Optimization exercise on an open flow, not production practice.
RTL: at most simulated, not proved equivalent.
Function not checked: runs 1 to 3.
Power: default activity.

## flow/flow/run.sh

```bash
#!/bin/bash
set -euo pipefail
bash standard.sh "BUFFER_PORTS_ARGS=-buffer_cell sky130_fd_sc_hd__buf_1" finish > flow_make.log 2>&1
```

## flow/standard.sh

```bash
#!/bin/bash
# synth_recipe.tcl (not shown) runs the flow's synth.tcl, then flattens the netlist and writes it again
# the make line also repeats each setting of config.mk as NAME=value (left out here)
make -C /OpenROAD-flow-scripts/flow DESIGN_CONFIG=/design/flow/config.mk WORK_HOME=/design/flow/orfs CLKGATE_MAP_FILE= SYNTH_SCRIPT=/design/flow/synth_recipe.tcl "${@:-finish}"
```

## flow/config.mk

```make
export PLATFORM = sky130hd
export DESIGN_NAME = gcode_block_parser_top
export DESIGN_NICKNAME = gcode_block_parser_top
export VERILOG_FILES = /design/flow/design.v
export SDC_FILE = /design/flow/constraint.sdc
export NUM_CORES = 4
export LEC_CHECK = 0
export ABC_AREA = 1
export CAP_MARGIN = 20
export CORE_MARGIN = 2
export CORE_UTILIZATION = 40
export SETUP_SLACK_MARGIN = 4.7
export SLEW_MARGIN = 20
```

## flow/constraint.sdc

```tcl
create_clock -name core_clock -period 8.0 [get_ports {clk}]
set_input_delay 1.6000 -clock core_clock [delete_from_list [all_inputs] [get_ports {clk}]]
set_output_delay 1.6000 -clock core_clock [all_outputs]
set_load 0.01 [all_outputs]
```

## flow/design.v

```verilog
package gbp_pkg;
	localparam logic [7:0] TERM_RESET = 8'd13;
	localparam logic [7:0] CH_SPACE = 8'h20;
	localparam logic [7:0] CH_MINUS = 8'h2D;
	localparam logic [7:0] CH_POINT = 8'h2E;
	localparam logic [7:0] CH_A = 8'h41;
	localparam logic [7:0] CH_F = 8'h46;
	localparam logic [7:0] CH_G = 8'h47;
	localparam logic [7:0] CH_L = 8'h4C;
	localparam logic [7:0] CH_M = 8'h4D;
	localparam logic [7:0] CH_N = 8'h4E;
	localparam logic [7:0] CH_U = 8'h55;
	localparam logic [7:0] CH_V = 8'h56;
	localparam logic [7:0] CH_W = 8'h57;
	typedef logic [3:0] kind_t;
	localparam kind_t K_NONE = 4'd0;
	localparam kind_t K_N    = 4'd1;
	localparam kind_t K_G    = 4'd2;
	localparam kind_t K_M    = 4'd3;
	localparam kind_t K_F    = 4'd4;
	localparam kind_t K_L    = 4'd5;
	localparam kind_t K_W    = 4'd6;
	localparam kind_t K_U    = 4'd7;
	localparam kind_t K_V    = 4'd8;
	localparam kind_t K_A    = 4'd9;
	function automatic kind_t kind_of(input logic [7:0] c);
		kind_t k;
		case (c)
			CH_N: k = K_N;
			CH_G: k = K_G;
			CH_M: k = K_M;
			CH_F: k = K_F;
			CH_L: k = K_L;
			CH_W: k = K_W;
			CH_U: k = K_U;
			CH_V: k = K_V;
			CH_A: k = K_A;
			default: k = K_NONE;
		endcase
		kind_of = k;
	endfunction
	typedef logic [3:0] cls_t;
	localparam cls_t C_OTHER = 4'd0;
	localparam cls_t C_DIGIT = 4'd10;
	localparam cls_t C_SPACE = 4'd11;
	localparam cls_t C_MINUS = 4'd12;
	localparam cls_t C_POINT = 4'd13;
	function automatic cls_t cls_of(input logic [7:0] c);
		cls_t k;
		k = kind_of(c);
		if ((c[7:4] == 4'h3) && (c[3:0] <= 4'd9)) k = C_DIGIT;
		else if (c == CH_SPACE) k = C_SPACE;
		else if (c == CH_MINUS) k = C_MINUS;
		else if (c == CH_POINT) k = C_POINT;
		cls_of = k;
	endfunction
endpackage
module gcode_block_parser_top #(
	parameter int AXIS_WORD_CHARS = 15,
	parameter int INT_WORD_DIGITS = 4
) (
	input  logic        clk,
	input  logic        arst_n,
	input  logic        cfg_we,
	input  logic [7:0]  cfg_wdata,
	input  logic        char_valid,
	input  logic [7:0]  char_in,
	output logic        char_ready,
	output logic        block_valid,
	input  logic        block_ready,
	output logic [13:0] block_number,
	output logic [1:0]  code_letter,
	output logic [6:0]  code_number,
	output logic [13:0] feed_value,
	output logic [13:0] repeat_count,
	output logic [31:0] x_milli,
	output logic [31:0] y_milli,
	output logic [31:0] z_milli,
	output logic [31:0] a_milli
);
	localparam int MAX_LIM = (AXIS_WORD_CHARS > INT_WORD_DIGITS) ? AXIS_WORD_CHARS
		: INT_WORD_DIGITS;
	localparam int CNT_W = $clog2(MAX_LIM + 1);
	localparam logic [CNT_W-1:0] LIM_AXIS = CNT_W'(AXIS_WORD_CHARS);
	localparam logic [CNT_W-1:0] LIM_INT = CNT_W'(INT_WORD_DIGITS);
	localparam logic [CNT_W-1:0] LIM_CODE = CNT_W'(2);
	localparam bit INT_SAT = (INT_WORD_DIGITS > 4);
	localparam int AW = 36;
	logic [7:0]       term_q;
	logic             cv_q;       
	gbp_pkg::cls_t    cls_q;      
	logic             ct_q;       
	logic [14:0]      wt_q;       
	logic             bv_q;       
	logic             first_q;    
	logic             cr_q;       
	logic             tk_q;       
	gbp_pkg::kind_t            kind_q;
	logic             pw_q;       
	logic [CNT_W-1:0] cnt_q;
	logic             neg_q, pt_q, st_q, en_q, ovf_q;
	logic [1:0]       fd_q;
	logic             mul10_q;    
	logic [1:0]       wsel_q;     
	logic [AW-1:0]    acc_q;
	logic [13:0]      f_n, f_feed, f_rep;
	logic [1:0]       f_cl;
	logic [6:0]       f_cn;
	logic [31:0]      f_x, f_y, f_z, f_a;
	assign char_ready   = cr_q;
	assign block_valid  = bv_q;
	assign block_number = f_n;
	assign code_letter  = f_cl;
	assign code_number  = f_cn;
	assign feed_value   = f_feed;
	assign repeat_count = f_rep;
	assign x_milli      = f_x;
	assign y_milli      = f_y;
	assign z_milli      = f_z;
	assign a_milli      = f_a;
	function automatic logic [AW-1:0] add_sk(input logic [AW-1:0] a, input logic [AW-1:0] b);
		logic [AW-1:0] g, p, x;
		int j;
		x = a ^ b;
		g = a & b;
		p = x;
		for (int l = 0; (1 << l) < AW; l++) begin
			for (int i = 0; i < AW; i++) begin
				if (((i >> l) & 1) == 1) begin
					j = ((i >> l) << l) - 1;
					g[i] = g[i] | (p[i] & g[j]);
					p[i] = p[i] & p[j];
				end
			end
		end
		add_sk = x ^ {g[AW-2:0], 1'b0};
	endfunction
	logic take, stall, proc;
	logic cv_d, ct_d;
	assign take  = char_valid && cr_q;
	assign stall = cv_q && bv_q && (!first_q || ct_q);
	assign proc  = cv_q && !stall;
	assign cv_d  = stall ? cv_q : take;
	assign ct_d  = stall ? ct_q : (char_in == term_q);
	gbp_pkg::kind_t kc;
	logic       digit, is_sp, is_minus, is_point, is_n, is_l, is_f;
	logic       k_int, k_nl, k_fl, k_axis, early;
	logic [CNT_W-1:0] limit, cnt_inc;
	assign kc       = (cls_q <= 4'd9) ? cls_q : gbp_pkg::K_NONE;    
	assign digit    = (cls_q == gbp_pkg::C_DIGIT);
	assign is_sp    = (cls_q == gbp_pkg::C_SPACE);
	assign is_minus = (cls_q == gbp_pkg::C_MINUS);
	assign is_point = (cls_q == gbp_pkg::C_POINT);
	assign is_n     = (cls_q == gbp_pkg::K_N);
	assign is_l     = (cls_q == gbp_pkg::K_L);
	assign is_f     = (cls_q == gbp_pkg::K_F);
	assign k_nl     = (kind_q == gbp_pkg::K_N) || (kind_q == gbp_pkg::K_G) || (kind_q == gbp_pkg::K_M);
	assign k_fl     = (kind_q == gbp_pkg::K_F) || (kind_q == gbp_pkg::K_L);
	assign k_int    = k_nl || k_fl;
	assign k_axis   = (kind_q == gbp_pkg::K_W) || (kind_q == gbp_pkg::K_U) || (kind_q == gbp_pkg::K_V) || (kind_q == gbp_pkg::K_A);
	assign cnt_inc  = cnt_q + CNT_W'(1);
	always_comb begin
		case (kind_q)
			gbp_pkg::K_F: early = is_sp || is_n || is_l;
			gbp_pkg::K_L: early = is_sp || is_n || is_f;
			gbp_pkg::K_W, gbp_pkg::K_U, gbp_pkg::K_V, gbp_pkg::K_A: early = is_sp || is_n;
			default: early = 1'b0;
		endcase
	end
	always_comb begin
		case (kind_q)
			gbp_pkg::K_G, gbp_pkg::K_M: limit = LIM_CODE;
			gbp_pkg::K_W, gbp_pkg::K_U, gbp_pkg::K_V, gbp_pkg::K_A: limit = LIM_AXIS;
			default: limit = LIM_INT;
		endcase
	end
	logic word_open, absorb, open_new, wr;
	assign word_open = (kind_q != gbp_pkg::K_NONE) && !pw_q;
	assign absorb    = proc && !ct_q && word_open && !early;
	assign open_new  = proc && !ct_q && !(word_open && !early);
	assign wr        = pw_q || (proc && (kind_q != gbp_pkg::K_NONE) && (ct_q || early));
	logic add;
	logic n_neg, n_pt, n_st, n_en;
	logic [1:0] n_fd;
	always_comb begin
		add = 1'b0;
		n_neg = neg_q;
		n_pt = pt_q;
		n_st = st_q;
		n_en = en_q;
		n_fd = fd_q;
		if (k_nl) begin
			if (!en_q && !(is_sp && !st_q)) begin
				if (digit) begin
					n_st = 1'b1;
					add = 1'b1;
				end else begin
					n_en = 1'b1;
				end
			end
		end else if (k_fl) begin
			add = digit;
		end else begin
			if (!en_q) begin
				if (is_minus) begin
					if (st_q) n_en = 1'b1;
					else begin
						n_st = 1'b1;
						n_neg = 1'b1;
					end
				end else if (is_point) begin
					if (pt_q) n_en = 1'b1;
					else begin
						n_pt = 1'b1;
						n_st = 1'b1;
					end
				end else if (digit) begin
					n_st = 1'b1;
					if (!pt_q) add = 1'b1;
					else if (fd_q != 2'd3) begin
						add = 1'b1;
						n_fd = fd_q + 2'd1;
					end
				end
			end
		end
	end
	logic       mul10;
	logic       o_axis;
	logic [1:0] n_wsel, wsel_d;
	logic       neg_d;
	assign mul10 = mul10_q;
	assign o_axis = (kc == gbp_pkg::K_W) || (kc == gbp_pkg::K_U) || (kc == gbp_pkg::K_V)
		|| (kc == gbp_pkg::K_A);
	assign n_wsel = !k_axis ? 2'd3 : (!n_pt ? 2'd0 : n_fd + 2'd1);
	assign wsel_d = absorb ? n_wsel : (open_new ? (o_axis ? 2'd0 : 2'd3) : wsel_q);
	assign neg_d  = absorb ? n_neg : (open_new ? 1'b0 : neg_q);
	logic [13:0] bw;
	always_comb begin
		bw = 14'd0;
		case ({wsel_d, char_in[3:0]})
			{2'd0, 4'd1}: bw = 14'd1000;
			{2'd0, 4'd2}: bw = 14'd2000;
			{2'd0, 4'd3}: bw = 14'd3000;
			{2'd0, 4'd4}: bw = 14'd4000;
			{2'd0, 4'd5}: bw = 14'd5000;
			{2'd0, 4'd6}: bw = 14'd6000;
			{2'd0, 4'd7}: bw = 14'd7000;
			{2'd0, 4'd8}: bw = 14'd8000;
			{2'd0, 4'd9}: bw = 14'd9000;
			{2'd1, 4'd1}: bw = 14'd100;
			{2'd1, 4'd2}: bw = 14'd200;
			{2'd1, 4'd3}: bw = 14'd300;
			{2'd1, 4'd4}: bw = 14'd400;
			{2'd1, 4'd5}: bw = 14'd500;
			{2'd1, 4'd6}: bw = 14'd600;
			{2'd1, 4'd7}: bw = 14'd700;
			{2'd1, 4'd8}: bw = 14'd800;
			{2'd1, 4'd9}: bw = 14'd900;
			{2'd2, 4'd1}: bw = 14'd10;
			{2'd2, 4'd2}: bw = 14'd20;
			{2'd2, 4'd3}: bw = 14'd30;
			{2'd2, 4'd4}: bw = 14'd40;
			{2'd2, 4'd5}: bw = 14'd50;
			{2'd2, 4'd6}: bw = 14'd60;
			{2'd2, 4'd7}: bw = 14'd70;
			{2'd2, 4'd8}: bw = 14'd80;
			{2'd2, 4'd9}: bw = 14'd90;
			{2'd3, 4'd0}: bw = 14'd0;
			{2'd3, 4'd1}: bw = 14'd1;
			{2'd3, 4'd2}: bw = 14'd2;
			{2'd3, 4'd3}: bw = 14'd3;
			{2'd3, 4'd4}: bw = 14'd4;
			{2'd3, 4'd5}: bw = 14'd5;
			{2'd3, 4'd6}: bw = 14'd6;
			{2'd3, 4'd7}: bw = 14'd7;
			{2'd3, 4'd8}: bw = 14'd8;
			{2'd3, 4'd9}: bw = 14'd9;
			default: bw = 14'd0;
		endcase
	end
	logic [AW-1:0] op1, op2, op3, csa_s, csa_c, acc_sum;
	logic          acc_oor;
	assign op1 = mul10 ? {acc_q[AW-4:0], 3'b000} : '0;
	assign op2 = mul10 ? {acc_q[AW-2:0], 1'b0} : acc_q;
	assign op3 = {{(AW-15){wt_q[14]}}, wt_q};
	assign csa_s = op1 ^ op2 ^ op3;
	assign csa_c = (op1 & op2) | (op1 & op3) | (op2 & op3);
	assign acc_sum = add_sk(csa_s, {csa_c[AW-2:0], wt_q[14]});
	assign acc_oor  = (acc_q[AW-1:31] != '0) && (acc_q[AW-1:31] != '1);
	logic        sat;
	logic [31:0] axis_val;
	logic [13:0] int_val;
	assign sat      = ovf_q || acc_oor;
	assign axis_val = sat ? {neg_q, {31{!neg_q}}} : acc_q[31:0];
	assign int_val  = (INT_SAT && (sat || (acc_q[31:0] > 32'd16383))) ? 14'd16383 : acc_q[13:0];
	logic emit, bv_d, first_d;
	assign emit    = proc && ct_q;
	assign bv_d    = emit || (bv_q && !block_ready);
	assign first_d = emit;
	always_ff @(posedge clk or negedge arst_n) begin
		if (!arst_n) begin
			term_q <= gbp_pkg::TERM_RESET;
			cv_q <= 1'b0;
			bv_q <= 1'b0;
			cr_q <= 1'b1;
			tk_q <= 1'b1;
			kind_q <= gbp_pkg::K_NONE;
			pw_q <= 1'b0;
		end else begin
			if (cfg_we) term_q <= cfg_wdata;
			cv_q <= cv_d;
			bv_q <= bv_d;
			cr_q <= !(bv_d && (!first_d || (cv_d && ct_d)));
			tk_q <= bv_q && block_ready;
			if (absorb) begin
				pw_q <= (cnt_inc >= limit);
			end else if (open_new) begin
				kind_q <= kc;
				pw_q <= 1'b0;
			end else if (emit || pw_q) begin
				kind_q <= gbp_pkg::K_NONE;
				pw_q <= 1'b0;
			end
		end
	end
	always_ff @(posedge clk) begin
		if (!stall) begin
			cls_q <= gbp_pkg::cls_of(char_in);
			wt_q <= {neg_d, bw ^ {14{neg_d}}};
		end
		ct_q <= ct_d;
		first_q <= first_d;
		if (absorb) begin
			cnt_q <= cnt_inc;
			neg_q <= n_neg;
			pt_q <= n_pt;
			st_q <= n_st;
			en_q <= n_en;
			fd_q <= n_fd;
			mul10_q <= !(k_axis && n_pt);
			wsel_q <= wsel_d;
			if (add) begin
				acc_q <= acc_sum;
				ovf_q <= ovf_q || acc_oor;
			end
		end else if (open_new) begin
			cnt_q <= '0;
			neg_q <= 1'b0;
			pt_q <= 1'b0;
			st_q <= 1'b0;
			en_q <= 1'b0;
			fd_q <= 2'd0;
			mul10_q <= 1'b1;
			wsel_q <= wsel_d;
			acc_q <= '0;
			ovf_q <= 1'b0;
		end
	end
	logic w_n, w_c, w_f, w_l, w_x, w_y, w_z, w_a;
	logic h_n, h_c, h_f, h_l, h_x, h_y, h_z, h_a;
	assign w_n = wr && (kind_q == gbp_pkg::K_N);
	assign w_c = wr && (kind_q == gbp_pkg::K_G || kind_q == gbp_pkg::K_M);
	assign w_f = wr && (kind_q == gbp_pkg::K_F);
	assign w_l = wr && (kind_q == gbp_pkg::K_L);
	assign w_x = wr && (kind_q == gbp_pkg::K_W);
	assign w_y = wr && (kind_q == gbp_pkg::K_U);
	assign w_z = wr && (kind_q == gbp_pkg::K_V);
	assign w_a = wr && (kind_q == gbp_pkg::K_A);
	assign h_n = !w_n && !tk_q;
	assign h_c = !w_c && !tk_q;
	assign h_f = !w_f && !tk_q;
	assign h_l = !w_l && !tk_q;
	assign h_x = !w_x && !tk_q;
	assign h_y = !w_y && !tk_q;
	assign h_z = !w_z && !tk_q;
	assign h_a = !w_a && !tk_q;
	logic [1:0] cl_val;
	assign cl_val = (kind_q == gbp_pkg::K_G) ? 2'd1 : 2'd2;
	always_ff @(posedge clk) begin
		f_n    <= ({14{w_n}} & int_val) | ({14{h_n}} & f_n);
		f_cl   <= ({2{w_c}} & cl_val) | ({2{h_c}} & f_cl);
		f_cn   <= ({7{w_c}} & int_val[6:0]) | ({7{h_c}} & f_cn);
		f_feed <= ({14{w_f}} & int_val) | ({14{h_f}} & f_feed);
		f_rep  <= ({14{w_l}} & int_val) | ({14{h_l}} & f_rep) | {13'd0, tk_q && !w_l};
		f_x    <= ({32{w_x}} & axis_val) | ({32{h_x}} & f_x);
		f_y    <= ({32{w_y}} & axis_val) | ({32{h_y}} & f_y);
		f_z    <= ({32{w_z}} & axis_val) | ({32{h_z}} & f_z);
		f_a    <= ({32{w_a}} & axis_val) | ({32{h_a}} & f_a);
	end
endmodule
```

==> results of run 1 <==
==> Yosys cell counts, types with 2 or more instances <==
| master | number |
|---|---|
| nor3_1 | 18 |
| o21a_1 | 7 |
| nor2_4 | 4 |
| nand3_2 | 7 |
| o21bai_1 | 4 |
| dfstp_2 | 5 |
| fa_1 | 38 |
| o32ai_1 | 2 |
| buf_6 | 4 |
| inv_1 | 223 |
| inv_2 | 7 |
| nor2_1 | 84 |
| o22ai_1 | 5 |
| xor2_1 | 5 |
| and3_1 | 2 |
| buf_2 | 26 |
| ha_1 | 49 |
| mux2_2 | 8 |
| o31ai_1 | 2 |
| edfxtp_1 | 68 |
| nor2_2 | 2 |
| a21oi_1 | 64 |
| dfrtp_1 | 12 |
| nand3_4 | 2 |
| buf_1 | 17 |
| dfxtp_1 | 182 |
| clkbuf_1 | 29 |
| or2_2 | 2 |
| xnor2_1 | 15 |
| o21ai_0 | 225 |
| nand4_4 | 2 |
| a31oi_1 | 2 |
| nand2_1 | 234 |
| o31a_1 | 2 |
| a21boi_0 | 8 |
| buf_4 | 2 |
| a21o_1 | 3 |
| nand4_1 | 15 |
| o21ai_1 | 14 |
| nand2_2 | 7 |
| nand3_1 | 239 |
==> flip-flops by register name, indices dropped and copies added, names as in the netlist, 2 cells and up <==
name	flops
acc_q	36
f_a	32
f_x	32
f_y	32
f_z	32
wt_q	15
f_feed	14
f_n	14
f_rep	14
term_q	8
f_cn	7
cls_q	4
cnt_q	4
kind_q	4
f_cl	2
fd_q	2
wsel_q	2
==> layer usage <==
layer,track usage (%),routed length (um),up-vias
met1,30.2,18400,5652
li1,-,-,5906
met5,0,0,-
met2,33.7,16900,338
met4,5.38,1030,0
met3,2.74,2240,66
==> worst max-delay path by stage <==
| stage | startpoint | to | depth (start not counted) |
|---|---|---|---|
| 6_report | mul10_q | acc_q[32] | 18 |
| 5_1_grt | mul10_q | acc_q[33] | 18 |
| 4_1_cts | mul10_q | acc_q[32] | 20 |
| 3_5_place_dp | wt_q[14] | acc_q[32] | 15 |
| 3_3_place_gp | wt_q[14] | acc_q[32] | 15 |
| 2_1_floorplan | wt_q[14] | acc_q[33] | 14 |
==> final cells by class <==
cell class | count | area [um^2] | area share [%]
Clock inverter | 10 | 110 | 0.660
Inverter | 231 | 881 | 5.28
Clock buffer | 43 | 881 | 5.28
Timing Repair Buffer | 239 | 1200 | 7.19
Multi-Input combinational cell | 1077 | 6940 | 41.6
Tap cell | 448 | 561 | 3.36
Sequential cell | 267 | 6120 | 36.6
==> kinds of logic after synthesis <==
family | after synthesis | synth area share [%]
compound gates | 341 | 13.2
xor+xnor | 20 | 1.28
fa+ha+maj | 87 | 10.1
buf+inv | 310 | 9.03
flops | 267 | 44.8
mux | 8 | 0.659
simple gates | 621 | 21.1
==> power breakdown <==
group	internal [mW]	leakage [nW]	switching, mW	total, mW
clock network	0.797	0.477	0.566	1.36
logic	0.445	4.35	0.697	1.14
registers	1.51	2.39	0.0776	1.59
total	2.76	7.22	1.34	4.10
==> critical path, delay by kind of cell (launching register included) <==
kind / cells / cell delay, ns
adders and majority gates: 3 / 1.29
buffers and inverters: 6 / 0.62
and+or+nand+nor: 8 / 0.62
DFF: 1 / 0.37
AOI/OAI and AO/OA: 1 / 0.21
==> what timing repair did <==
| action | CTS | global route |
|---|---|---|
| gates cloned | 4 | 1 |
| setup buffers | 17 | 10 |
| endpoints found under the hold margin | 0 | 0 |
| resized for setup | 78 | 73 |
| pin swaps | 20 | 30 |
| setup endpoints to repair | 107 | 42 |
==> metrics.yaml, run 1 <==
yosys:
  yosysTopAreaCell: "dfxtp_1"
  ys_types: 49
  synth_edf_count: 68
  synth.cell_area_um2: 13700
  yosys_warnings: 1
  synth-seq-cells: 267
  ys.flop_type: "dfxtp_1"
  synthArstFlopShare_pct: 6.37
  synthCells: 1654
  synth_area_leaders: "dfxtp_1 27%, edfxtp_1 15%, nand3_1 8.8%, o21ai_0 8.2%, nand2_1 6.4%"
  syn-num-nets: 1762
  yosysSeqAreaShare_pct: 44.8
  synth_top_area_share_pct: 26.7
  syn_avg_cell_area_um2: 8.26
layout:
  stdcell_area_um2: 16700
  final_cell_mix: "237 x nand3_1, 213 x o21ai_0, 205 x inv_1"
  finish.utilization_pct: 49.7
  area_growth_pct: 22.1
  final_common_cell: "nand3_1"
  drive_gt1_share_pct: 13.4
  final_cells: 2315
  fillCellCount: 3238
  final_nets: 1954
  antenna_cells: 0
global_routing:
  grt_pass1_vias: 11239
  antenna_found_initial: 0
  grt_usage_pct: 21.1
  grt_pass1_wl_um: 60900
  grt_max_degree: 96
  grt_overflow: 0
die:
  die_area_um2: 35700
  dieHeight_um: 189
  row_count: 67
  initial_core_util_pct: 40.7
  fp.dieW_um: 189
  pin_count: 202
  core_area_um2: 33600
clock_network:
  cts.clk_slew.worst_paths_ns: 0.06
  postCtsHoldBufs: 0
  root_buffer: "clkbuf_16"
  cts_num_sinks: 267
  cts_buffers: 30
  h-tree-depth: 1
  clkLatencyLatePin_ns: 0.57
  cts_tree: "done"
  clk_path_buf_depth: 3
power:
  p_per_area_nw_per_um2: 245
  finalPower_mw: 4.10
  p_leak_nw: 7.22
  peakVddDrop_v: 0.000146
worst_setup_path:
  critPathLaunchType: "register"
  ff2ff_path_depth: 18
  cpPeakStageDelay_ns: 0.51
  critPathArrivalTime_ns: 3.70
  cpMostUsedCell: "nand2_2"
  crit_fanout: 13
  reg2reg_to: "acc_q[32]"
  rr_startpoint: "mul10_q"
  timing.reg2reg.setup_slack_ns: 4.61
  crit_path_end_kind: "register"
  cp_slowest_cell: "fa_1"
  path_class: "reg2reg"
  crit_required_ns: 8.30
  crit_chain: "buf_6 > buf_6 > clkbuf_16 > o21a_1 > fa_1 > inv_1 > ha_1 > nand2_1 > inv_1 > nand2_2 > nand2_2 > nand3_2 > nand2_4 > nand2_2 > nand2_2 > fa_2 > inv_2 > nor2_2"
timing:
  finalHoldViolCount: 0
  rsz0062_at_grt: "yes"
  fin_crit_ns: 3.39
  setup-tns-final_ns: 0
  maxSlewViolCount: 0
  setup_viol: 0
  finClkSkew_ns: 0.0212
  max_slew.worst_pin.slew_ns: 0.978
  setup_slack_ns: 4.61
  fmax_mhz: 295
  relSlewSlack_pct: 34.8
  finalCritPeriodShare_pct: 42.4
  whs_ns: 0.476
place:
  hpwl_um: 26100
  pre_cts_ws_ns: 3.70
  place_congestion: 0.847
  dp.cells: 2230
  placed_area_um2: 14700
  port_buffers: 201
routing:
  first_pass_iters: 5
  wire_per_inst_um: 16.7
  drc: 0
  routed_wl_um: 38600
  drt_iter0_markers: 909
  via_count: 11962
  viasPerCell: 5.17
  final_antenna_net_count: 0
min_path:
  hold_end: "f_z[22]"
  worstHoldStart: "f_z[22]"
  min_path_type: "reg2reg"
  holdPathStages: 2
flow_run:
  cap_violations: 0
run_status:
  status: "timing/DRC/antenna clean"
==> inputs of run 2 (changes only) <==
--- a/flow/config.mk
+++ b/flow/config.mk
@@ -9,5 +9,5 @@
 export CAP_MARGIN = 20
 export CORE_MARGIN = 2
 export CORE_UTILIZATION = 40
-export SETUP_SLACK_MARGIN = 4.7
+export SETUP_SLACK_MARGIN = 4.5
 export SLEW_MARGIN = 20
==> metrics.yaml, run 2 <==
run_status:
  status: "timing/DRC/antenna clean"
routing:
  via_count: 12008
  viasPerCell: 5.19
  routed_wl_um: 38600
  drc: 0
  wire_per_inst_um: 16.7
  drt_iter0_markers: 957
  first_pass_iters: 7
  final_antenna_net_count: 0
timing:
  finClkSkew_ns: 0.0169
  maxSlewViolCount: 0
  setup_viol: 0
  relSlewSlack_pct: 28.3
  finalHoldViolCount: 0
  fin_crit_ns: 3.50
  finalCritPeriodShare_pct: 43.7
  max_slew.worst_pin.slew_ns: 1.07
  fmax_mhz: 286
  setup-tns-final_ns: 0
  rsz0062_at_grt: "yes"
power:
  p_leak_nw: 7.20
  internal_power_mw: 2.80
  peakVddDrop_v: 0.000170
  p_sw_share_pct: 32.1
  power.switching_mw: 1.32
  pwr-share-clk_pct: 35.9
  p_seq_share_pct: 38.5
  combPwrFrac_pct: 25.5
  p_per_area_nw_per_um2: 250
  finalPower_mw: 4.12
layout:
  final_common_cell: "nand3_1"
  antenna_cells: 0
  fillCellCount: 3209
  final_cell_mix: "238 x nand3_1, 217 x nand2_1, 215 x inv_1"
  multiInputGateArea_um2: 6730
  area_growth_pct: 20.7
  final_cells: 2315
  largest_reg_flops: 36
  drive_gt1_share_pct: 11.2
  regMostFlops: "acc_q"
  stdcell_area_um2: 16500
  final_nets: 1951
  seq_area_um2: 6120
clock_network:
  root_buffer: "clkbuf_16"
  cts_num_sinks: 267
  h-tree-depth: 1
  cts_tree: "done"
  clkLatencyLatePin_ns: 0.57
  clk_path_buf_depth: 3
  cts_buffers: 30
  cts.clk_slew.worst_paths_ns: 0.06
  postCtsHoldBufs: 0
yosys:
  yosysTopAreaCell: "dfxtp_1"
  ys_types: 49
  yosysMostFrequentCell: "nand3_1"
  synthCells: 1654
  yosys-mux-area-fraction_pct: 0.659
  yosys.area_share.simple_pct: 21.1
  ys.flop_type: "dfxtp_1"
  synth-seq-cells: 267
  synth_xor_area_share_pct: 1.28
  yosysSeqAreaShare_pct: 44.8
  yosys_warnings: 1
  synth_compound_area_share_pct: 13.2
  synth_top_area_share_pct: 26.7
  synth_edf_count: 68
  synthAdderAreaFrac_pct: 10.1
  synth_top_family_by_area: "simple AND/OR/NAND/NOR gates"
  syn-num-nets: 1762
  syn_avg_cell_area_um2: 8.26
  synth.cell_area_um2: 13700
  synthArstFlopShare_pct: 6.37
  synthTopCellsByCount: "239 x nand3_1, 234 x nand2_1, 225 x o21ai_0"
  synth_area_leaders: "dfxtp_1 27%, edfxtp_1 15%, nand3_1 8.8%, o21ai_0 8.2%, nand2_1 6.4%"
min_path:
  min_path_type: "reg2reg"
worst_setup_path:
  crit_required_ns: 8.29
  crit_path_end_kind: "register"
  path_buf_inv: 4
  path_class: "reg2reg"
  cp_top_family: "adder cells"
  crit_chain: "buf_4 > buf_12 > buf_4 > nand2_1 > a21boi_4 > fa_1 > inv_2 > ha_4 > a21o_1 > nand2_1 > nand2_1 > a21oi_2 > nand2_2 > a21oi_2 > nand2_2 > fa_2 > xnor2_1 > nor2_1"
  cp_slowest_cell: "edfxtp_1"
  cpMostUsedCell: "nand2_1"
  critPathLaunchType: "register"
  cpPeakStageDelay_ns: 0.41
  critPathArrivalTime_ns: 3.79
  crit_fanout: 6
die:
  row_count: 67
  fp.dieW_um: 189
  initial_core_util_pct: 40.7
  pin_count: 202
  dieHeight_um: 189
  core_area_um2: 33600
  die_area_um2: 35700
global_routing:
  antenna_found_initial: 0
  grt_pass1_wl_um: 60200
  grt_usage_pct: 20.7
  grt_overflow: 0
  grt_max_degree: 91
  grt_pass1_vias: 10977
place:
  placed_area_um2: 14800
  place_congestion: 0.875
  hpwl_um: 26000
  dp.cells: 2232
  port_buffers: 201
flow_run:
  cap_violations: 0
==> run 2: cell type report <==
type,instances,share of cell area (%)
sequential,267,37.1
clock buffer,40,5.41
clock inverter,16,1.11
timing repair buffer,236,6.87
inverter,231,5.34
tap,448,3.40
multi-input combinational,1077,40.8
==> run 2: per-stage QoR <==
| stage | setup WS, ns | hold WS [ns] | util (%) |
|---|---|---|---|
| 6_report | 4.50 | 0.480 | 49.1 |
| 5_1_grt | 4.33 | 0.500 | 49.1 |
| 4_1_cts | 4.51 | 0.479 | 47.7 |
| 3_5_place_dp | 3.69 | 0.469 | 43.9 |
| 3_3_place_gp | 3.74 | 0.460 | 43.9 |
| 2_1_floorplan | 4.34 | 0.490 | - |
==> run 2: cell families after synthesis <==
group / count (synthesis)
adders and majority gates: 87
AOI/OAI and AO/OA: 341
xor gates and xnor gates: 20
DFF: 267
buffers and inverters: 310
muxes: 8
and+or+nand+nor: 621
==> run 2: what timing repair did <==
action,CTS,global route
pin swaps,3,18
setup endpoints to repair,25,27
gates resized for setup,30,70
gates cloned,1,3
buffers inserted,11,12
==> run 2: worst register-to-register path, stage by stage (launching register included) <==
cell	delay, ns
edfxtp_1	0.41
buf_4	0.16
buf_12	0.13
buf_4	0.14
nand2_1	0.11
a21boi_4	0.21
fa_1	0.41
inv_2	0.08
ha_4	0.20
a21o_1	0.17
nand2_1	0.05
nand2_1	0.09
a21oi_2	0.16
nand2_2	0.09
a21oi_2	0.16
nand2_2	0.09
fa_2	0.34
xnor2_1	0.16
nor2_1	0.05
==> run 2: worst paths after layout <==
check                         from        end  slack, ns  cells after the start
max                        mul10_q  acc_q[33]       4.50                     18
min                        f_z[15]    f_z[15]       0.48                      2
max reg2reg                mul10_q  acc_q[33]       4.50                     18
min reg2reg                f_z[15]    f_z[15]       0.48                      2
max in group asynchronous   arst_n  kind_q[3]       6.29                      1
min in group asynchronous   arst_n  term_q[5]       1.15                      1
==> run 2: routing by layer <==
metal	wire length [um]	track usage [%]	part of all wire, %
met5	0	0	0
met4	811	5.29	2.1
met3	2480	2.54	6.4
met2	17400	32.8	45
met1	17900	29.9	46
==> run 2: power groups by stage <==
stage          sequential [mW]  combinational (mW)  clock, mW
6_report                  1.59                1.05       1.48
5_1_grt                   1.60                1.18       1.55
4_1_cts                   1.58               0.939       1.50
3_5_place_dp              1.61               0.906          0
3_3_place_gp              1.61               0.889          0
2_1_floorplan             1.62               0.659          0
==> inputs of run 3 (changes only) <==
--- a/flow/design.v
+++ b/flow/design.v
@@ -118,7 +118,8 @@
 	assign y_milli      = f_y;
 	assign z_milli      = f_z;
 	assign a_milli      = f_a;
-	function automatic logic [AW-1:0] add_sk(input logic [AW-1:0] a, input logic [AW-1:0] b);
+	function automatic logic [AW-1:0] add_sk(input logic [AW-1:0] a, input logic [AW-1:0] b,
+		input logic kill);
 		logic [AW-1:0] g, p, x;
 		int j;
 		x = a ^ b;
@@ -133,7 +134,7 @@
 				end
 			end
 		end
-		add_sk = x ^ {g[AW-2:0], 1'b0};
+		add_sk = (x & {AW{!kill}}) ^ ({g[AW-2:0], 1'b0} & {AW{!kill}});
 	endfunction
 	logic take, stall, proc;
 	logic cv_d, ct_d;
@@ -286,7 +287,7 @@
 	assign op3 = {{(AW-15){wt_q[14]}}, wt_q};
 	assign csa_s = op1 ^ op2 ^ op3;
 	assign csa_c = (op1 & op2) | (op1 & op3) | (op2 & op3);
-	assign acc_sum = add_sk(csa_s, {csa_c[AW-2:0], wt_q[14]});
+	assign acc_sum = add_sk(csa_s, {csa_c[AW-2:0], wt_q[14]}, !absorb);
 	assign acc_oor  = (acc_q[AW-1:31] != '0) && (acc_q[AW-1:31] != '1);
 	logic        sat;
 	logic [31:0] axis_val;
@@ -341,7 +342,6 @@
 			mul10_q <= !(k_axis && n_pt);
 			wsel_q <= wsel_d;
 			if (add) begin
-				acc_q <= acc_sum;
 				ovf_q <= ovf_q || acc_oor;
 			end
 		end else if (open_new) begin
@@ -353,9 +353,9 @@
 			fd_q <= 2'd0;
 			mul10_q <= 1'b1;
 			wsel_q <= wsel_d;
-			acc_q <= '0;
 			ovf_q <= 1'b0;
 		end
+		if ((absorb && add) || open_new) acc_q <= acc_sum;
 	end
 	logic w_n, w_c, w_f, w_l, w_x, w_y, w_z, w_a;
 	logic h_n, h_c, h_f, h_l, h_x, h_y, h_z, h_a;
--- a/flow/config.mk
+++ b/flow/config.mk
@@ -9,5 +9,5 @@
 export CAP_MARGIN = 20
 export CORE_MARGIN = 2
 export CORE_UTILIZATION = 40
-export SETUP_SLACK_MARGIN = 4.5
+export SETUP_SLACK_MARGIN = 4.7
 export SLEW_MARGIN = 20
==> metrics.yaml, run 3 <==
worst_setup_path:
  crit_required_ns: 8.33
  crit_path_end_kind: "register"
  crit_fanout: 8
  critPathArrivalTime_ns: 3.64
  critPathLaunchType: "register"
  path_class: "reg2reg"
layout:
  drive_gt1_share_pct: 11.2
  antenna_cells: 0
  fillCellCount: 3296
  final_cell_mix: "242 x o21ai_0, 232 x nand3_1, 224 x nand2_1"
  final_common_cell: "o21ai_0"
  final_nets: 1976
  regMostFlops: "acc_q"
  stdcell_area_um2: 16500
  largest_reg_flops: 36
  area_growth_pct: 21.2
yosys:
  synth_top_area_share_pct: 26.8
  synth_area_leaders: "dfxtp_1 27%, edfxtp_1 15%, o21ai_0 9.5%, nand3_1 8.7%, nand2_1 7.3%"
  yosys_warnings: 1
  synthArstFlopShare_pct: 6.37
  synth.cell_area_um2: 13600
  yosysMostFrequentCell: "nand2_1"
  yosysTopAreaCell: "dfxtp_1"
  synth-seq-cells: 267
  synth_edf_count: 68
  ys.flop_type: "dfxtp_1"
  syn_avg_cell_area_um2: 8.04
  syn-num-nets: 1794
  synthTopCellsByCount: "265 x nand2_1, 257 x o21ai_0, 236 x nand3_1"
  yosysSeqAreaShare_pct: 45.0
  synthCells: 1691
  ys_types: 54
power:
  internal_power_mw: 2.66
  pwr-share-clk_pct: 33.0
  p_per_area_nw_per_um2: 242
  power.switching_mw: 1.32
  p_seq_share_pct: 39.7
  finalPower_mw: 3.98
  p_sw_share_pct: 33.1
  peakVddDrop_v: 0.000170
  combPwrFrac_pct: 27.2
  p_leak_nw: 7.20
min_path:
  min_path_type: "reg2reg"
global_routing:
  antenna_found_initial: 0
  grt_usage_pct: 21.2
  grt_max_degree: 107
  grt_pass1_vias: 11350
  grt_pass1_wl_um: 61100
  grt_overflow: 0
routing:
  final_antenna_net_count: 0
  first_pass_iters: 5
  via_count: 12160
  viasPerCell: 5.19
  wire_per_inst_um: 16.5
  drt_iter0_markers: 897
  drc: 0
  routed_wl_um: 38700
timing:
  finalHoldViolCount: 0
  maxSlewViolCount: 0
  rsz0062_at_grt: "yes"
  max_slew.worst_pin.slew_ns: 1.07
  fmax_mhz: 302
  finalCritPeriodShare_pct: 41.4
  setup-tns-final_ns: 0
  finClkSkew_ns: 0.0124
  setup_viol: 0
  fin_crit_ns: 3.31
  relSlewSlack_pct: 28.3
clock_network:
  clk_path_buf_depth: 3
  root_buffer: "clkbuf_16"
  h-tree-depth: 1
  cts.clk_slew.worst_paths_ns: 0.06
  clkLatencyLatePin_ns: 0.57
  cts_buffers: 29
  cts_tree: "done"
  cts_num_sinks: 267
flow_run:
  cap_violations: 0
place:
  placed_area_um2: 14800
  hpwl_um: 25900
  place_congestion: 0.900
  port_buffers: 201
run_status:
  status: "timing/DRC/antenna clean"
die:
  die_area_um2: 35500
  pin_count: 202
  row_count: 67
  initial_core_util_pct: 40.5
  dieHeight_um: 188
  core_area_um2: 33500
  fp.dieW_um: 188
-- run 3: changes by cell type in the layout (fill, tap and decap cells not counted), sizes merged, moves of 6 or more --
cell | before | now
fa | 38 | 32
o21ai | 239 | 268
nand2 | 242 | 273
nand3 | 248 | 242
xnor2 | 15 | 1
buf | 233 | 223
-- run 3: final cells by class --
cell class,instances,area (um^2),share of cell area [%]
Clock inverter,14,115,0.699
Tap cell,448,561,3.40
Clock buffer,39,823,5.00
Multi-Input combinational cell,1116,6920,42.0
Inverter,233,885,5.37
Timing Repair Buffer,226,1060,6.42
Sequential cell,267,6120,37.1
-- run 3: repair_timing --
item,4_1_cts,5_1_grt
gates resized for setup,23,100
setup buffers,14,4
hold buffers,0,0
cloned,4,2
endpoints found under the setup margin,69,30
pin swaps,4,33
-- run 3: cell families (layout without fill, tap and decap cells) --
family	after synthesis	after routing	share of synthesized area, %
XOR/XNOR	11	11	0.709
multiplexers	4	4	0.331
adder cells (fa/ha/maj)	82	82	9.32
AND/OR/NAND/NOR	650	652	21.6
buffers and inverters	310	512	8.78
AO/OA/AOI/OAI	367	367	14.3
flip-flops	267	267	45.0
-- run 3: worst max-delay path, stage by stage, from the launching register on --
cell and delay, ns:
edfxtp_1 0.51, buf_12 0.19, clkinvlp_4 0.13, buf_12 0.15, a21oi_4 0.06, fa_1 0.53
inv_2 0.05, ha_4 0.30, nand2_4 0.07, nor4_4 0.40, nand2_8 0.11, nand2_8 0.11
nand2_2 0.06, nand2_1 0.05, nand2_1 0.07, nand2_1 0.09, nand2_1 0.06, nand2_1 0.06
nor2_1 0.05
-- run 3: power groups by stage --
stage	sequential (mW)	combinational [mW]	clock (mW)
floorplan	1.61	0.640	0
global placement	1.60	0.877	0
detailed placement	1.61	0.890	0
CTS	1.58	0.938	1.34
global route	1.60	1.21	1.40
finish	1.58	1.08	1.32
-- run 3: through the flow --
stage	worst slack [ns]	util (%)	hold slack (ns)	instances
final	4.69	49.1	0.479	2343
after global routing	4.57	49.1	0.499	2343
after CTS	4.71	47.7	0.480	2337
after detailed placement	4.12	44.1	0.469	2266
after global placement	4.11	44.1	0.465	2266
after floorplan	4.65	-	0.466	1691
-- run 3: worst paths after layout --
path	startpoint	to	slack, ns	cells after the start
worst min register to register	f_n[10]	f_n[10]	0.48	2
max in group asynchronous	arst_n	term_q[2]	6.68	1
min in group asynchronous	arst_n	term_q[5]	0.98	1
worst max-delay path	mul10_q	acc_q[18]	4.69	18
worst max register to register	mul10_q	acc_q[18]	4.69	18
worst min-delay path	f_n[10]	f_n[10]	0.48	2
-- run 3: metal layers --
layer	track usage, %	wire [um]	vias up	share of wire (%)
met3	2.89	2350	62	6.1
met4	5.74	1060	0	2.7
li1	-	-	6004	-
met2	34.4	17400	378	45
met5	0	0	-	0
met1	29.8	17900	5716	46
==> inputs of run 4 (changes only) <==
--- a/flow/design.v
+++ b/flow/design.v
@@ -101,6 +101,7 @@
 	logic             neg_q, pt_q, st_q, en_q, ovf_q;
 	logic [1:0]       fd_q;
 	logic             mul10_q;    
+	logic             frac_q;     
 	logic [1:0]       wsel_q;     
 	logic [AW-1:0]    acc_q;
 	logic [13:0]      f_n, f_feed, f_rep;
@@ -283,7 +284,7 @@
 	logic [AW-1:0] op1, op2, op3, csa_s, csa_c, acc_sum;
 	logic          acc_oor;
 	assign op1 = mul10 ? {acc_q[AW-4:0], 3'b000} : '0;
-	assign op2 = mul10 ? {acc_q[AW-2:0], 1'b0} : acc_q;
+	assign op2 = !frac_q ? {acc_q[AW-2:0], 1'b0} : acc_q;
 	assign op3 = {{(AW-15){wt_q[14]}}, wt_q};
 	assign csa_s = op1 ^ op2 ^ op3;
 	assign csa_c = (op1 & op2) | (op1 & op3) | (op2 & op3);
@@ -340,6 +341,7 @@
 			en_q <= n_en;
 			fd_q <= n_fd;
 			mul10_q <= !(k_axis && n_pt);
+			frac_q <= k_axis && n_pt;
 			wsel_q <= wsel_d;
 			if (add) begin
 				ovf_q <= ovf_q || acc_oor;
@@ -352,6 +354,7 @@
 			en_q <= 1'b0;
 			fd_q <= 2'd0;
 			mul10_q <= 1'b1;
+			frac_q <= 1'b0;
 			wsel_q <= wsel_d;
 			ovf_q <= 1'b0;
 		end
--- a/flow/config.mk
+++ b/flow/config.mk
@@ -9,5 +9,5 @@
 export CAP_MARGIN = 20
 export CORE_MARGIN = 2
 export CORE_UTILIZATION = 40
-export SETUP_SLACK_MARGIN = 4.7
+export SETUP_SLACK_MARGIN = 5
 export SLEW_MARGIN = 20
==> metrics.yaml, run 4 <==
clock_network:
  cts_buffers: 30
  clkLatencyLatePin_ns: 0.55
  cts_tree: "done"
  clk_path_buf_depth: 3
  cts.clk_slew.worst_paths_ns: 0.06
  h-tree-depth: 1
  cts_num_sinks: 268
  postCtsHoldBufs: 0
  root_buffer: "clkbuf_16"
yosys:
  synth_top_area_share_pct: 26.6
  synthTopCellsByCount: "299 x nand2_1, 294 x o21ai_0, 238 x nand3_1"
  synthAdderAreaFrac_pct: 9.23
  synth.cell_area_um2: 13700
  yosys-mux-area-fraction_pct: 0.328
  synth_area_leaders: "dfxtp_1 27%, edfxtp_1 15%, o21ai_0 11%, nand3_1 8.7%, nand2_1 8.2%"
  syn-num-nets: 1842
  syn_avg_cell_area_um2: 7.89
  yosysMostFrequentCell: "nand2_1"
  yosysTopAreaCell: "dfxtp_1"
  ys_types: 46
  synth_top_family_by_area: "simple AND/OR/NAND/NOR gates"
  synth_xor_area_share_pct: 0.702
  synth-seq-cells: 268
  yosys.area_share.simple_pct: 21.5
  synthCells: 1739
  synth_compound_area_share_pct: 14.2
  synthArstFlopShare_pct: 6.34
  synth_edf_count: 69
  yosysSeqAreaShare_pct: 44.8
  ys.flop_type: "dfxtp_1"
  yosys_warnings: 1
place:
  placed_area_um2: 14900
  hpwl_um: 25900
  place_congestion: 0.869
  port_buffers: 201
  pre_cts_ws_ns: 3.99
worst_setup_path:
  path_depth: 21
  cpPeakStageDelay_ns: 0.53
  critPathLaunchType: "register"
  path_buf_inv: 6
  crit_path_end_kind: "register"
  crit_chain: "buf_6 > buf_12 > buf_16 > nand2_4 > o21ai_4 > fa_1 > inv_2 > ha_4 > inv_2 > o21ai_2 > nand3_1 > nand2_2 > nand3_2 > nand2_4 > inv_4 > nand2_4 > nand2_2 > nand2_1 > nand2_1 > nand2_1 > nor2_1"
  crit_fanout: 5
  ff2ff_path_depth: 21
  cp_top_family: "simple AND/OR/NAND/NOR gates"
  cp_slowest_cell: "fa_1"
  crit_required_ns: 8.30
  path_class: "reg2reg"
  rr_startpoint: "frac_q"
  critPathArrivalTime_ns: 3.52
  startpoint: "frac_q"
layout:
  finish.utilization_pct: 51.7
  area_growth_pct: 26.7
  antenna_cells: 0
  regMostFlops: "acc_q"
  final_common_cell: "o21ai_0"
  stdcell_area_um2: 17400
  final_nets: 2046
  largest_reg_flops: 36
  fillCellCount: 3162
  drive_gt1_share_pct: 15.4
  final_cell_mix: "262 x o21ai_0, 241 x nand2_1, 231 x nand3_1"
die:
  initial_core_util_pct: 40.8
  fp.dieW_um: 189
  dieHeight_um: 189
  pin_count: 202
  row_count: 67
  die_area_um2: 35800
  core_area_um2: 33600
timing:
  fmax_mhz: 310
  max_slew.worst_pin.slew_ns: 1.07
  maxSlewViolCount: 0
  relSlewSlack_pct: 28.5
  setup_viol: 0
  finalCritPeriodShare_pct: 40.3
  whs_ns: 0.484
  finClkSkew_ns: 0.0147
  setup-tns-final_ns: 0
  rsz0062_at_grt: "yes"
  setup_slack_ns: 4.77
  fin_crit_ns: 3.23
  finalHoldViolCount: 0
routing:
  final_antenna_net_count: 0
  wire_per_inst_um: 16.4
  drc: 0
  first_pass_iters: 5
  drt_iter0_markers: 878
  routed_wl_um: 39600
  viasPerCell: 5.15
  via_count: 12448
flow_run:
  cap_violations: 0
min_path:
  holdPathStages: 2
  min_path_type: "reg2reg"
  worstHoldStart: "f_a[16]"
global_routing:
  grt_pass1_vias: 11668
  grt_overflow: 0
  antenna_found_initial: 0
  grt_pass1_wl_um: 61900
  grt_max_degree: 78
  grt_usage_pct: 21.2
run_status:
  status: "timing/DRC/antenna clean"
power:
  p_leak_nw: 7.54
  p_per_area_nw_per_um2: 252
  peakVddDrop_v: 0.000176
==> run 4: cell count changes after synthesis, sizes merged, moves of 2 or more <==
cell,change
a21boi,-8
nand2,+28
nand4,-2
inv,+10
nand3b,+2
nand3,-3
buf,-4
o21a,-4
clkbuf,+11
o21ai,+28
a21oi,-8
==> run 4: kinds of logic (layout without fill, tap and decap cells) <==
group | Yosys count | in the layout
simple gates | 672 | 673
compound gates | 376 | 376
buf+inv | 326 | 553
flops | 268 | 268
fa+ha+maj | 82 | 82
xor+xnor | 11 | 11
mux | 4 | 4
==> run 4: layout make-up <==
type	instances	area (um^2)	share of cell area, %
Sequential cell	268	6150	35.4
Clock inverter	8	81.3	0.468
Timing Repair Buffer	254	1370	7.88
Timing Repair inverter	1	5.00	0.0288
Inverter	242	927	5.33
Multi-Input combinational cell	1146	7280	41.9
Tap cell	448	561	3.23
Clock buffer	48	1000	5.78
==> run 4: routing by layer <==
| layer | global-route usage (%) | vias to the layer above | share of wire, % |
|---|---|---|---|
| li1 | - | 6185 | - |
| met1 | 30.3 | 5811 | 47 |
| met5 | 0 | - | 0 |
| met2 | 33.4 | 381 | 44 |
| met3 | 2.82 | 71 | 6.3 |
| met4 | 6.40 | 0 | 2.9 |
==> run 4: repair_timing <==
action / in CTS / in global routing
setup endpoints to repair: 166 / 129
cloned: 7 / 1
resized for setup: 133 / 95
setup buffers: 22 / 15
pin swaps: 39 / 51
==> run 4: worst paths after layout <==
path | end | slack [ns]
worst max-delay path | acc_q[26] | 4.77
worst min-delay path | f_a[16] | 0.48
worst max register to register | acc_q[26] | 4.77
worst min register to register | f_a[16] | 0.48
max in group asynchronous | kind_q[0] | 6.20
min in group asynchronous | term_q[4] | 1.17
==> run 4: tightest hold or removal path, stage by stage, from the launching register on <==
cell	delay (ns)
dfxtp_1	0.32
nand3_1	0.07
o21ai_0	0.06
==> run 4: where the power goes <==
group          internal [mW]  total (mW)  switching [mW]  leakage (nW)
clock network          0.893        1.46           0.565         0.540
logic                  0.527        1.34           0.810          4.60
registers               1.51        1.59          0.0760          2.40
==> run 4: stage by stage <==
stage / total power [mW] / std cells
floorplan: 2.29 / 1739
global placement: 2.52 / 2314
detailed placement: 2.55 / 2314
CTS: 4.18 / 2399
global route: 4.62 / 2415
finish: 4.39 / 2415
Testbench counts of run 4, summed over its fixed seeds: cycles 82,158, chars 82,147.
==> inputs of run 5 (changes only) <==
--- a/flow/config.mk
+++ b/flow/config.mk
@@ -9,5 +9,5 @@
 export CAP_MARGIN = 20
 export CORE_MARGIN = 2
 export CORE_UTILIZATION = 40
-export SETUP_SLACK_MARGIN = 5
+export SETUP_SLACK_MARGIN = 4.9
 export SLEW_MARGIN = 20
==> metrics.yaml, run 5 <==
yosys:
  synth_compound_area_share_pct: 14.2
  syn-num-nets: 1842
  synth_area_leaders: "dfxtp_1 27%, edfxtp_1 15%, o21ai_0 11%, nand3_1 8.7%, nand2_1 8.2%"
  yosys_warnings: 1
  yosys.area_share.simple_pct: 21.5
  synthCells: 1739
  synth_top_family_by_area: "simple AND/OR/NAND/NOR gates"
  ys.flop_type: "dfxtp_1"
  yosysSeqAreaShare_pct: 44.8
  synthTopCellsByCount: "299 x nand2_1, 294 x o21ai_0, 238 x nand3_1"
  synthAdderAreaFrac_pct: 9.23
  synth_edf_count: 69
  syn_avg_cell_area_um2: 7.89
  yosysTopAreaCell: "dfxtp_1"
  synth-seq-cells: 268
  yosys-mux-area-fraction_pct: 0.328
  synth_xor_area_share_pct: 0.702
  synth.cell_area_um2: 13700
  yosysMostFrequentCell: "nand2_1"
  synth_top_area_share_pct: 26.6
  synthArstFlopShare_pct: 6.34
  ys_types: 46
timing:
  finalCritPeriodShare_pct: 38.9
  finalHoldViolCount: 0
  setup-tns-final_ns: 0
  whs_ns: 0.484
  setup_viol: 0
  maxSlewViolCount: 0
  finClkSkew_ns: 0.0106
  fin_crit_ns: 3.11
  max_slew.worst_pin.slew_ns: 1.02
  fmax_mhz: 321
  relSlewSlack_pct: 31.6
  rsz0062_at_grt: "yes"
global_routing:
  grt_usage_pct: 20.9
  grt_pass1_vias: 11432
  grt_overflow: 0
  antenna_found_initial: 0
  grt_pass1_wl_um: 60700
  grt_max_degree: 99
clock_network:
  postCtsHoldBufs: 0
  clk_path_buf_depth: 3
  root_buffer: "clkbuf_16"
  cts_num_sinks: 268
  cts_tree: "done"
  cts.clk_slew.worst_paths_ns: 0.06
  cts_buffers: 30
  clkLatencyLatePin_ns: 0.59
  h-tree-depth: 1
layout:
  stdcell_area_um2: 17100
  area_growth_pct: 24.3
  final_cells: 2400
  final_cell_mix: "260 x o21ai_0, 250 x nand2_1, 230 x nand3_1"
  regMostFlops: "acc_q"
  final_nets: 2031
  fillCellCount: 3229
  drive_gt1_share_pct: 13.7
  largest_reg_flops: 36
  final_common_cell: "o21ai_0"
  antenna_cells: 0
worst_setup_path:
  timing.reg2reg.setup_slack_ns: 4.89
  crit_path_end_kind: "register"
  critPathLaunchType: "register"
  critPathArrivalTime_ns: 3.45
  path_buf_inv: 2
  cp_slowest_cell: "fa_1"
  path_class: "reg2reg"
  cp_top_family: "simple AND/OR/NAND/NOR gates"
  crit_fanout: 6
  cpPeakStageDelay_ns: 0.51
  cpMostUsedCell: "nand2_4"
  crit_required_ns: 8.34
  crit_chain: "buf_6 > clkbuf_16 > nand2_4 > o21ai_2 > fa_1 > ha_4 > nand2_4 > nor4_4 > nand2_4 > nand2_8 > nand2_4 > nand2_4 > nand2_2 > nand2_2 > nand2_1 > nand2_1 > nor2_1"
routing:
  drc: 0
  final_antenna_net_count: 0
  routed_wl_um: 39000
  via_count: 12400
  drt_iter0_markers: 865
  wire_per_inst_um: 16.3
  first_pass_iters: 5
  viasPerCell: 5.17
flow_run:
  cap_violations: 0
die:
  initial_core_util_pct: 40.8
  dieHeight_um: 189
  row_count: 67
  die_area_um2: 35800
  pin_count: 202
  core_area_um2: 33600
  fp.dieW_um: 189
place:
  dp.cells: 2312
  hpwl_um: 25800
  place_congestion: 0.835
  port_buffers: 201
  placed_area_um2: 14900
power:
  p_leak_nw: 7.39
  finalPower_mw: 4.27
  peakVddDrop_v: 0.000190
  p_per_area_nw_per_um2: 250
min_path:
  min_path_type: "reg2reg"
run_status:
  status: "timing/DRC/antenna clean"
[run 5: changes by cell type in the layout (fill, tap and decap cells not counted), moves of 3 or more]
cell      change
inv_4         -3
ha_4          -3
buf_4         -9
nand2_1       +9
clkinv_2      +6
o21ai_1       +5
nand2_4       -5
nand2_2       -4
buf_16        -3
clkbuf_8      -7
[run 5: stage by stage]
stage	setup WS, ns	utilization, %
6_report	4.89	50.7
5_1_grt	4.74	50.7
2_1_floorplan	4.72	-
3_5_place_dp	4.08	44.3
3_3_place_gp	4.10	44.3
4_1_cts	4.90	48.8
[run 5: worst paths after layout]
kind                            startpoint   endpoint  cells after the start
max in group asynchronous           arst_n  kind_q[0]                      1
min in group asynchronous           arst_n  term_q[4]                      1
worst max-delay path                frac_q  acc_q[28]                     17
worst min-delay path               f_a[18]    f_a[18]                      2
worst min register to register     f_a[18]    f_a[18]                      2
worst max register to register      frac_q  acc_q[28]                     17
[run 5: layout make-up]
class / count / area (um^2) / area share, %
multi-input cells: 1146 / 7170 / 42.0
flip-flops and latches: 268 / 6150 / 36.1
repair buffers: 239 / 1180 / 6.93
inverters: 242 / 930 / 5.45
clock buffers: 38 / 875 / 5.13
well taps: 448 / 561 / 3.29
clock inverters: 18 / 183 / 1.07
repair inverters: 1 / 5.00 / 0.0294
[run 5: power by group]
part	internal [mW]	switching, mW	total, mW	leakage [nW]
clock	0.845	0.594	1.44	0.522
combinational	0.468	0.768	1.24	4.47
sequential	1.51	0.0774	1.59	2.40
total	2.83	1.44	4.27	7.39
[run 5: layer usage]
layer | track usage (%) | wire length, um
met5 | 0 | 0
met4 | 5.50 | 976
met3 | 2.93 | 2400
met2 | 33.0 | 17300
met1 | 29.9 | 18400
[run 5: logic make-up after synthesis]
logic type | after synthesis
and+or+nand+nor | 672
AOI/OAI and AO/OA | 376
buffers and inverters | 326
DFF | 268
adders and majority gates | 82
xor gates and xnor gates | 11
muxes | 4
[run 5: worst min-delay path: cells and delay by family, from the launching register on]
kind               cells  cell delay (ns)
DFF                    1             0.32
and+or+nand+nor        1             0.07
AOI/OAI and AO/OA      1             0.06
[run 5: repair_timing]
item | 4_1_cts | 5_1_grt
buffers inserted | 20 | 5
pin swaps | 19 | 55
resized for setup | 56 | 140
endpoints found under the setup margin | 52 | 42
endpoints found under the hold margin | 0 | 0
gates cloned | 4 | 3
==> inputs of run 6 (changes only) <==
--- a/flow/config.mk
+++ b/flow/config.mk
@@ -9,5 +9,5 @@
 export CAP_MARGIN = 20
 export CORE_MARGIN = 2
 export CORE_UTILIZATION = 40
-export SETUP_SLACK_MARGIN = 4.9
+export SETUP_SLACK_MARGIN = 4.7
 export SLEW_MARGIN = 20
==> metrics.yaml, run 6 <==
run_status:
  status: "timing/DRC/antenna clean"
die:
  core_area_um2: 33600
  die_area_um2: 35800
  row_count: 67
  initial_core_util_pct: 40.8
  pin_count: 202
  dieHeight_um: 189
  fp.dieW_um: 189
worst_setup_path:
  crit_required_ns: 8.32
  crit_fanout: 18
  cp_slowest_cell: "fa_1"
  cpPeakStageDelay_ns: 0.54
  critPathArrivalTime_ns: 3.46
  cpMostUsedCell: "nand2_1"
  ff2ff_path_depth: 17
  crit_path_end_kind: "register"
  path_depth: 17
  crit_chain: "buf_6 > buf_16 > nand2_1 > o21ai_1 > fa_1 > ha_4 > nand2_2 > nor4_4 > nand2_4 > nand2_4 > nand2_2 > nand2_2 > nand2_1 > nand2_1 > nand2_1 > nand2_1 > nor2_1"
  path_class: "reg2reg"
  path_buf_inv: 2
  critPathLaunchType: "register"
  cp_top_family: "simple AND/OR/NAND/NOR gates"
clock_network:
  cts.clk_slew.worst_paths_ns: 0.06
  clk_path_buf_depth: 3
  clkLatencyLatePin_ns: 0.59
  postCtsHoldBufs: 0
  cts_buffers: 30
  cts_tree: "done"
  h-tree-depth: 1
  root_buffer: "clkbuf_16"
  cts_num_sinks: 268
timing:
  setup_slack_ns: 4.86
  rsz0062_at_grt: "yes"
  max_slew.worst_pin.slew_ns: 1.06
  setup_viol: 0
  fmax_mhz: 319
  finalCritPeriodShare_pct: 39.2
  fin_crit_ns: 3.14
  relSlewSlack_pct: 29.4
  whs_ns: 0.482
  maxSlewViolCount: 0
  finalHoldViolCount: 0
  finClkSkew_ns: 0.0238
  setup-tns-final_ns: 0
power:
  p_per_area_nw_per_um2: 247
  p_leak_nw: 7.20
  peakVddDrop_v: 0.000184
yosys:
  yosysSeqAreaShare_pct: 44.8
  synthTopCellsByCount: "299 x nand2_1, 294 x o21ai_0, 238 x nand3_1"
  yosys.area_share.simple_pct: 21.5
  synthAdderAreaFrac_pct: 9.23
  synth_compound_area_share_pct: 14.2
  syn-num-nets: 1842
  ys_types: 46
  synth-seq-cells: 268
  synth_area_leaders: "dfxtp_1 27%, edfxtp_1 15%, o21ai_0 11%, nand3_1 8.7%, nand2_1 8.2%"
  synth_xor_area_share_pct: 0.702
  synth.cell_area_um2: 13700
  synthCells: 1739
  synth_edf_count: 69
  yosys_warnings: 1
  yosysTopAreaCell: "dfxtp_1"
  synth_top_area_share_pct: 26.6
  synth_top_family_by_area: "simple AND/OR/NAND/NOR gates"
  ys.flop_type: "dfxtp_1"
  syn_avg_cell_area_um2: 7.89
  synthArstFlopShare_pct: 6.34
  yosys-mux-area-fraction_pct: 0.328
  yosysMostFrequentCell: "nand2_1"
place:
  pre_cts_ws_ns: 4.00
  place_congestion: 0.869
  port_buffers: 201
  dp.cells: 2314
  hpwl_um: 26500
layout:
  final_nets: 2017
  fillCellCount: 3331
  antenna_cells: 0
  regMostFlops: "acc_q"
  finish.utilization_pct: 48.9
  seq_area_um2: 6150
  final_cells: 2386
  multiInputGateArea_um2: 6770
  largest_reg_flops: 36
  drive_gt1_share_pct: 9.29
  final_common_cell: "nand2_1"
  area_growth_pct: 19.9
  final_cell_mix: "276 x nand2_1, 264 x o21ai_0, 236 x nand3_1"
global_routing:
  antenna_found_initial: 0
  grt_pass1_vias: 11429
  grt_max_degree: 93
  grt_overflow: 0
  grt_usage_pct: 21.2
  grt_pass1_wl_um: 61500
min_path:
  min_path_type: "reg2reg"
  holdPathStages: 2
routing:
  routed_wl_um: 38700
  first_pass_iters: 5
  via_count: 12296
  drt_iter0_markers: 900
  viasPerCell: 5.15
  wire_per_inst_um: 16.2
  drc: 0
  final_antenna_net_count: 0
flow_run:
  cap_violations: 0
run 6: cell types whose count changed in the layout (fill, tap and decap cells not counted), sizes merged:
cell,previous run,this run
bufinv,2,0
clkinvlp,6,3
buf,237,224
clkbuf,40,47
clkinv,13,10
run 6: final cells by class:
cell class | instances | area share [%]
flip-flops and latches | 268 | 37.4
repair buffers | 225 | 6.18
well taps | 448 | 3.41
repair inverters | 1 | 0.0304
multi-input cells | 1146 | 41.1
clock inverters | 10 | 0.464
clock buffers | 46 | 5.80
inverters | 242 | 5.59
run 6: path summary, 6_finish.rpt:
| check | endpoint | start | slack [ns] |
|---|---|---|---|
| setup reg to reg | acc_q[26] | frac_q | 4.86 |
| setup / recovery | acc_q[26] | frac_q | 4.86 |
| hold / removal | f_x[7] | f_x[7] | 0.48 |
| min in group asynchronous | term_q[1] | arst_n | 0.97 |
| hold reg to reg | f_x[7] | f_x[7] | 0.48 |
| max in group asynchronous | tk_q | arst_n | 6.68 |
run 6: worst reg2reg max path: cells and delay by family (launching register included):
family / cells / cell delay, ns
AND/OR/NAND/NOR: 12 / 1.14
adder cells (fa/ha/maj): 2 / 0.86
flip-flops: 1 / 0.47
buffers and inverters: 2 / 0.34
AO/OA/AOI/OAI: 1 / 0.10
run 6: cells by family (layout without fill, tap and decap cells):
logic type,count (synthesis),in the layout
flops,268,268
xor+xnor,11,11
buf+inv,326,524
simple gates,672,673
fa+ha+maj,82,82
compound gates,376,376
mux,4,4
run 6: routing by layer:
metal  GRT usage (%)  share of wire (%)  vias up
li1                -                  -     6114
met1            30.6                 47     5720
met2            32.4                 43      391
met3            3.06                6.7       71
met4            7.57                3.4        0
met5               0                  0        -
run 6: power breakdown:
group / switching, mW / total [mW] / internal (mW)
sequential: 0.0715 / 1.59 / 1.51
clock: 0.578 / 1.40 / 0.823
combinational: 0.689 / 1.07 / 0.386
run 6: metrics by stage:
stage	power, mW	cell area, um^2
final	4.06	16400
after global routing	4.31	16400
after CTS	3.98	16100
after detailed placement	2.53	14800
after global placement	2.51	14800
after floorplan	2.27	13800
run 6: timing repair:
item | CTS | global route
setup endpoints to repair | 24 | 37
gates resized for setup | 28 | 78
gates cloned | 3 | 1
setup buffers | 8 | 4
pin swaps | 4 | 18
==> inputs of run 7 (changes only) <==
--- a/flow/config.mk
+++ b/flow/config.mk
@@ -9,5 +9,8 @@
 export CAP_MARGIN = 20
 export CORE_MARGIN = 2
 export CORE_UTILIZATION = 40
+export CTS_BUF_LIST = sky130_fd_sc_hd__clkbuf_8
+export CTS_CLUSTER_DIAMETER = 100
+export CTS_CLUSTER_SIZE = 14
 export SETUP_SLACK_MARGIN = 4.7
 export SLEW_MARGIN = 20
==> metrics.yaml, run 7 <==
timing:
  fin_crit_ns: 3.22
  setup-tns-final_ns: 0
  max_slew.worst_pin.slew_ns: 1.04
  setup_viol: 0
  setup_slack_ns: 4.78
  relSlewSlack_pct: 30.2
  maxSlewViolCount: 0
  finalCritPeriodShare_pct: 40.3
  finClkSkew_ns: 0.0275
die:
  initial_core_util_pct: 40.8
  fp.dieW_um: 189
  pin_count: 202
  dieHeight_um: 189
  core_area_um2: 33600
  die_area_um2: 35800
yosys:
  yosysMostFrequentCell: "nand2_1"
  syn-num-nets: 1842
  synthTopCellsByCount: "299 x nand2_1, 294 x o21ai_0, 238 x nand3_1"
  synthAdderAreaFrac_pct: 9.23
  yosysTopAreaCell: "dfxtp_1"
  yosys.area_share.simple_pct: 21.5
  synth-seq-cells: 268
  yosys_warnings: 1
  synth_compound_area_share_pct: 14.2
  yosysSeqAreaShare_pct: 44.8
  synth_xor_area_share_pct: 0.702
  synth_edf_count: 69
  synthCells: 1739
global_routing:
  grt_max_degree: 93
  grt_usage_pct: 21.0
  grt_overflow: 0
  grt_pass1_vias: 11257
routing:
  drc: 0
  drt_iter0_markers: 922
  first_pass_iters: 7
  wire_per_inst_um: 16.2
  routed_wl_um: 38400
power:
  p_per_area_nw_per_um2: 217
  p_leak_nw: 6.97
  peakVddDrop_v: 0.000116
worst_setup_path:
  path_class: "reg2reg"
  cpPeakStageDelay_ns: 0.50
  critPathLaunchType: "register"
  crit_fanout: 18
  crit_chain: "buf_6 > bufbuf_16 > nand2_1 > o21ai_2 > fa_1 > inv_1 > ha_4 > a21o_1 > nand2_1 > nand2_1 > a21oi_2 > nand2_4 > a21oi_1 > nand2_2 > nand2_2 > nand2_1 > nand3b_1 > nand2_1"
  cpMostUsedCell: "nand2_1"
  critPathArrivalTime_ns: 3.57
  startpoint: "frac_q"
  crit_required_ns: 8.34
  rr_startpoint: "frac_q"
  crit_path_end_kind: "register"
  timing.reg2reg.setup_slack_ns: 4.78
  reg2reg_to: "acc_q[35]"
  cp_slowest_cell: "fa_1"
place:
  pre_cts_ws_ns: 4.00
  place_congestion: 0.869
  hpwl_um: 26500
layout:
  drive_gt1_share_pct: 8.80
  antenna_cells: 0
  final_cell_mix: "271 x nand2_1, 269 x o21ai_0, 239 x inv_1"
  final_common_cell: "nand2_1"
min_path:
  min_path_type: "reg2reg"
  holdPathStages: 2
clock_network:
  h-tree-depth: 1
  root_buffer: "clkbuf_8"
  cts_tree: "done"
  clkLatencyLatePin_ns: 0.59
  clk_path_buf_depth: 3
  cts.clk_slew.worst_paths_ns: 0.10
  cts_buffers: 23
run_status:
  status: "timing/DRC/antenna clean"
run 7: cell counts after synthesis:
Identical to the previous run, type by type.
run 7: area by class of cell:
| type | count | area [um^2] | area share [%] |
|---|---|---|---|
| Multi-Input combinational cell | 1146 | 6860 | 43.1 |
| Sequential cell | 268 | 6150 | 38.6 |
| Timing Repair Buffer | 229 | 1050 | 6.57 |
| Inverter | 242 | 920 | 5.78 |
| Tap cell | 448 | 561 | 3.52 |
| Clock buffer | 24 | 330 | 2.07 |
| Clock inverter | 10 | 52.6 | 0.330 |
| Timing Repair inverter | 1 | 5.00 | 0.0314 |
run 7: logic make-up (layout without fill, tap and decap cells):
group	count (synthesis)	count (layout)
DFF	268	268
and+or+nand+nor	672	673
AOI/OAI and AO/OA	376	376
xor gates and xnor gates	11	11
muxes	4	4
buffers and inverters	326	506
adders and majority gates	82	82
run 7: power by group:
| part | internal [mW] | leakage [nW] | total [mW] | switching (mW) |
|---|---|---|---|---|
| clock | 0.280 | 0.227 | 0.755 | 0.475 |
| combinational | 0.417 | 4.34 | 1.12 | 0.704 |
| sequential | 1.51 | 2.40 | 1.58 | 0.0716 |
| total | 2.21 | 6.97 | 3.46 | 1.25 |
run 7: per-stage QoR:
step	power [mW]	hold WS [ns]	cells	area, um^2	utilization, %
after detailed placement	2.53	0.471	2314	14800	44.2
after floorplan	2.27	0.466	1739	13800	-
final	3.46	0.492	2368	15900	47.4
after global placement	2.51	0.465	2314	14800	44.2
after CTS	3.31	0.495	2356	15400	45.8
after global routing	3.70	0.515	2368	15900	47.4
run 7: worst min path at each step:
| stage | to | from | slack (ns) |
|---|---|---|---|
| after global routing | f_y[25] | f_y[25] | 0.52 |
| after floorplan | first_q | ct_q | 0.47 |
| after CTS | f_x[16] | f_x[16] | 0.50 |
| after detailed placement | f_x[10] | f_x[10] | 0.47 |
| final | f_x[7] | f_x[7] | 0.49 |
| after global placement | f_x[15] | f_x[15] | 0.46 |
run 7: routing by layer:
layer / part of all wire, % / global-route usage (%)
met4: 2.4 / 5.56
met3: 6.4 / 2.76
met1: 48 / 30.9
met5: 0 / 0
met2: 43 / 32.3
run 7: repair_timing:
item / CTS / global route
buffers inserted: 5 / 11
pin swaps: 1 / 29
gates cloned: 3 / 1
endpoints found under the setup margin: 25 / 36
hold buffers: 0 / 0
resized for setup: 15 / 100
run 7: worst max-delay path: cells and delay by family (launching register included):
family | cells | cell delay, ns
AO/OA/AOI/OAI | 4 | 0.57
flip-flops | 1 | 0.47
AND/OR/NAND/NOR | 9 | 0.71
buffers and inverters | 3 | 0.52
adder cells (fa/ha/maj) | 2 | 0.72
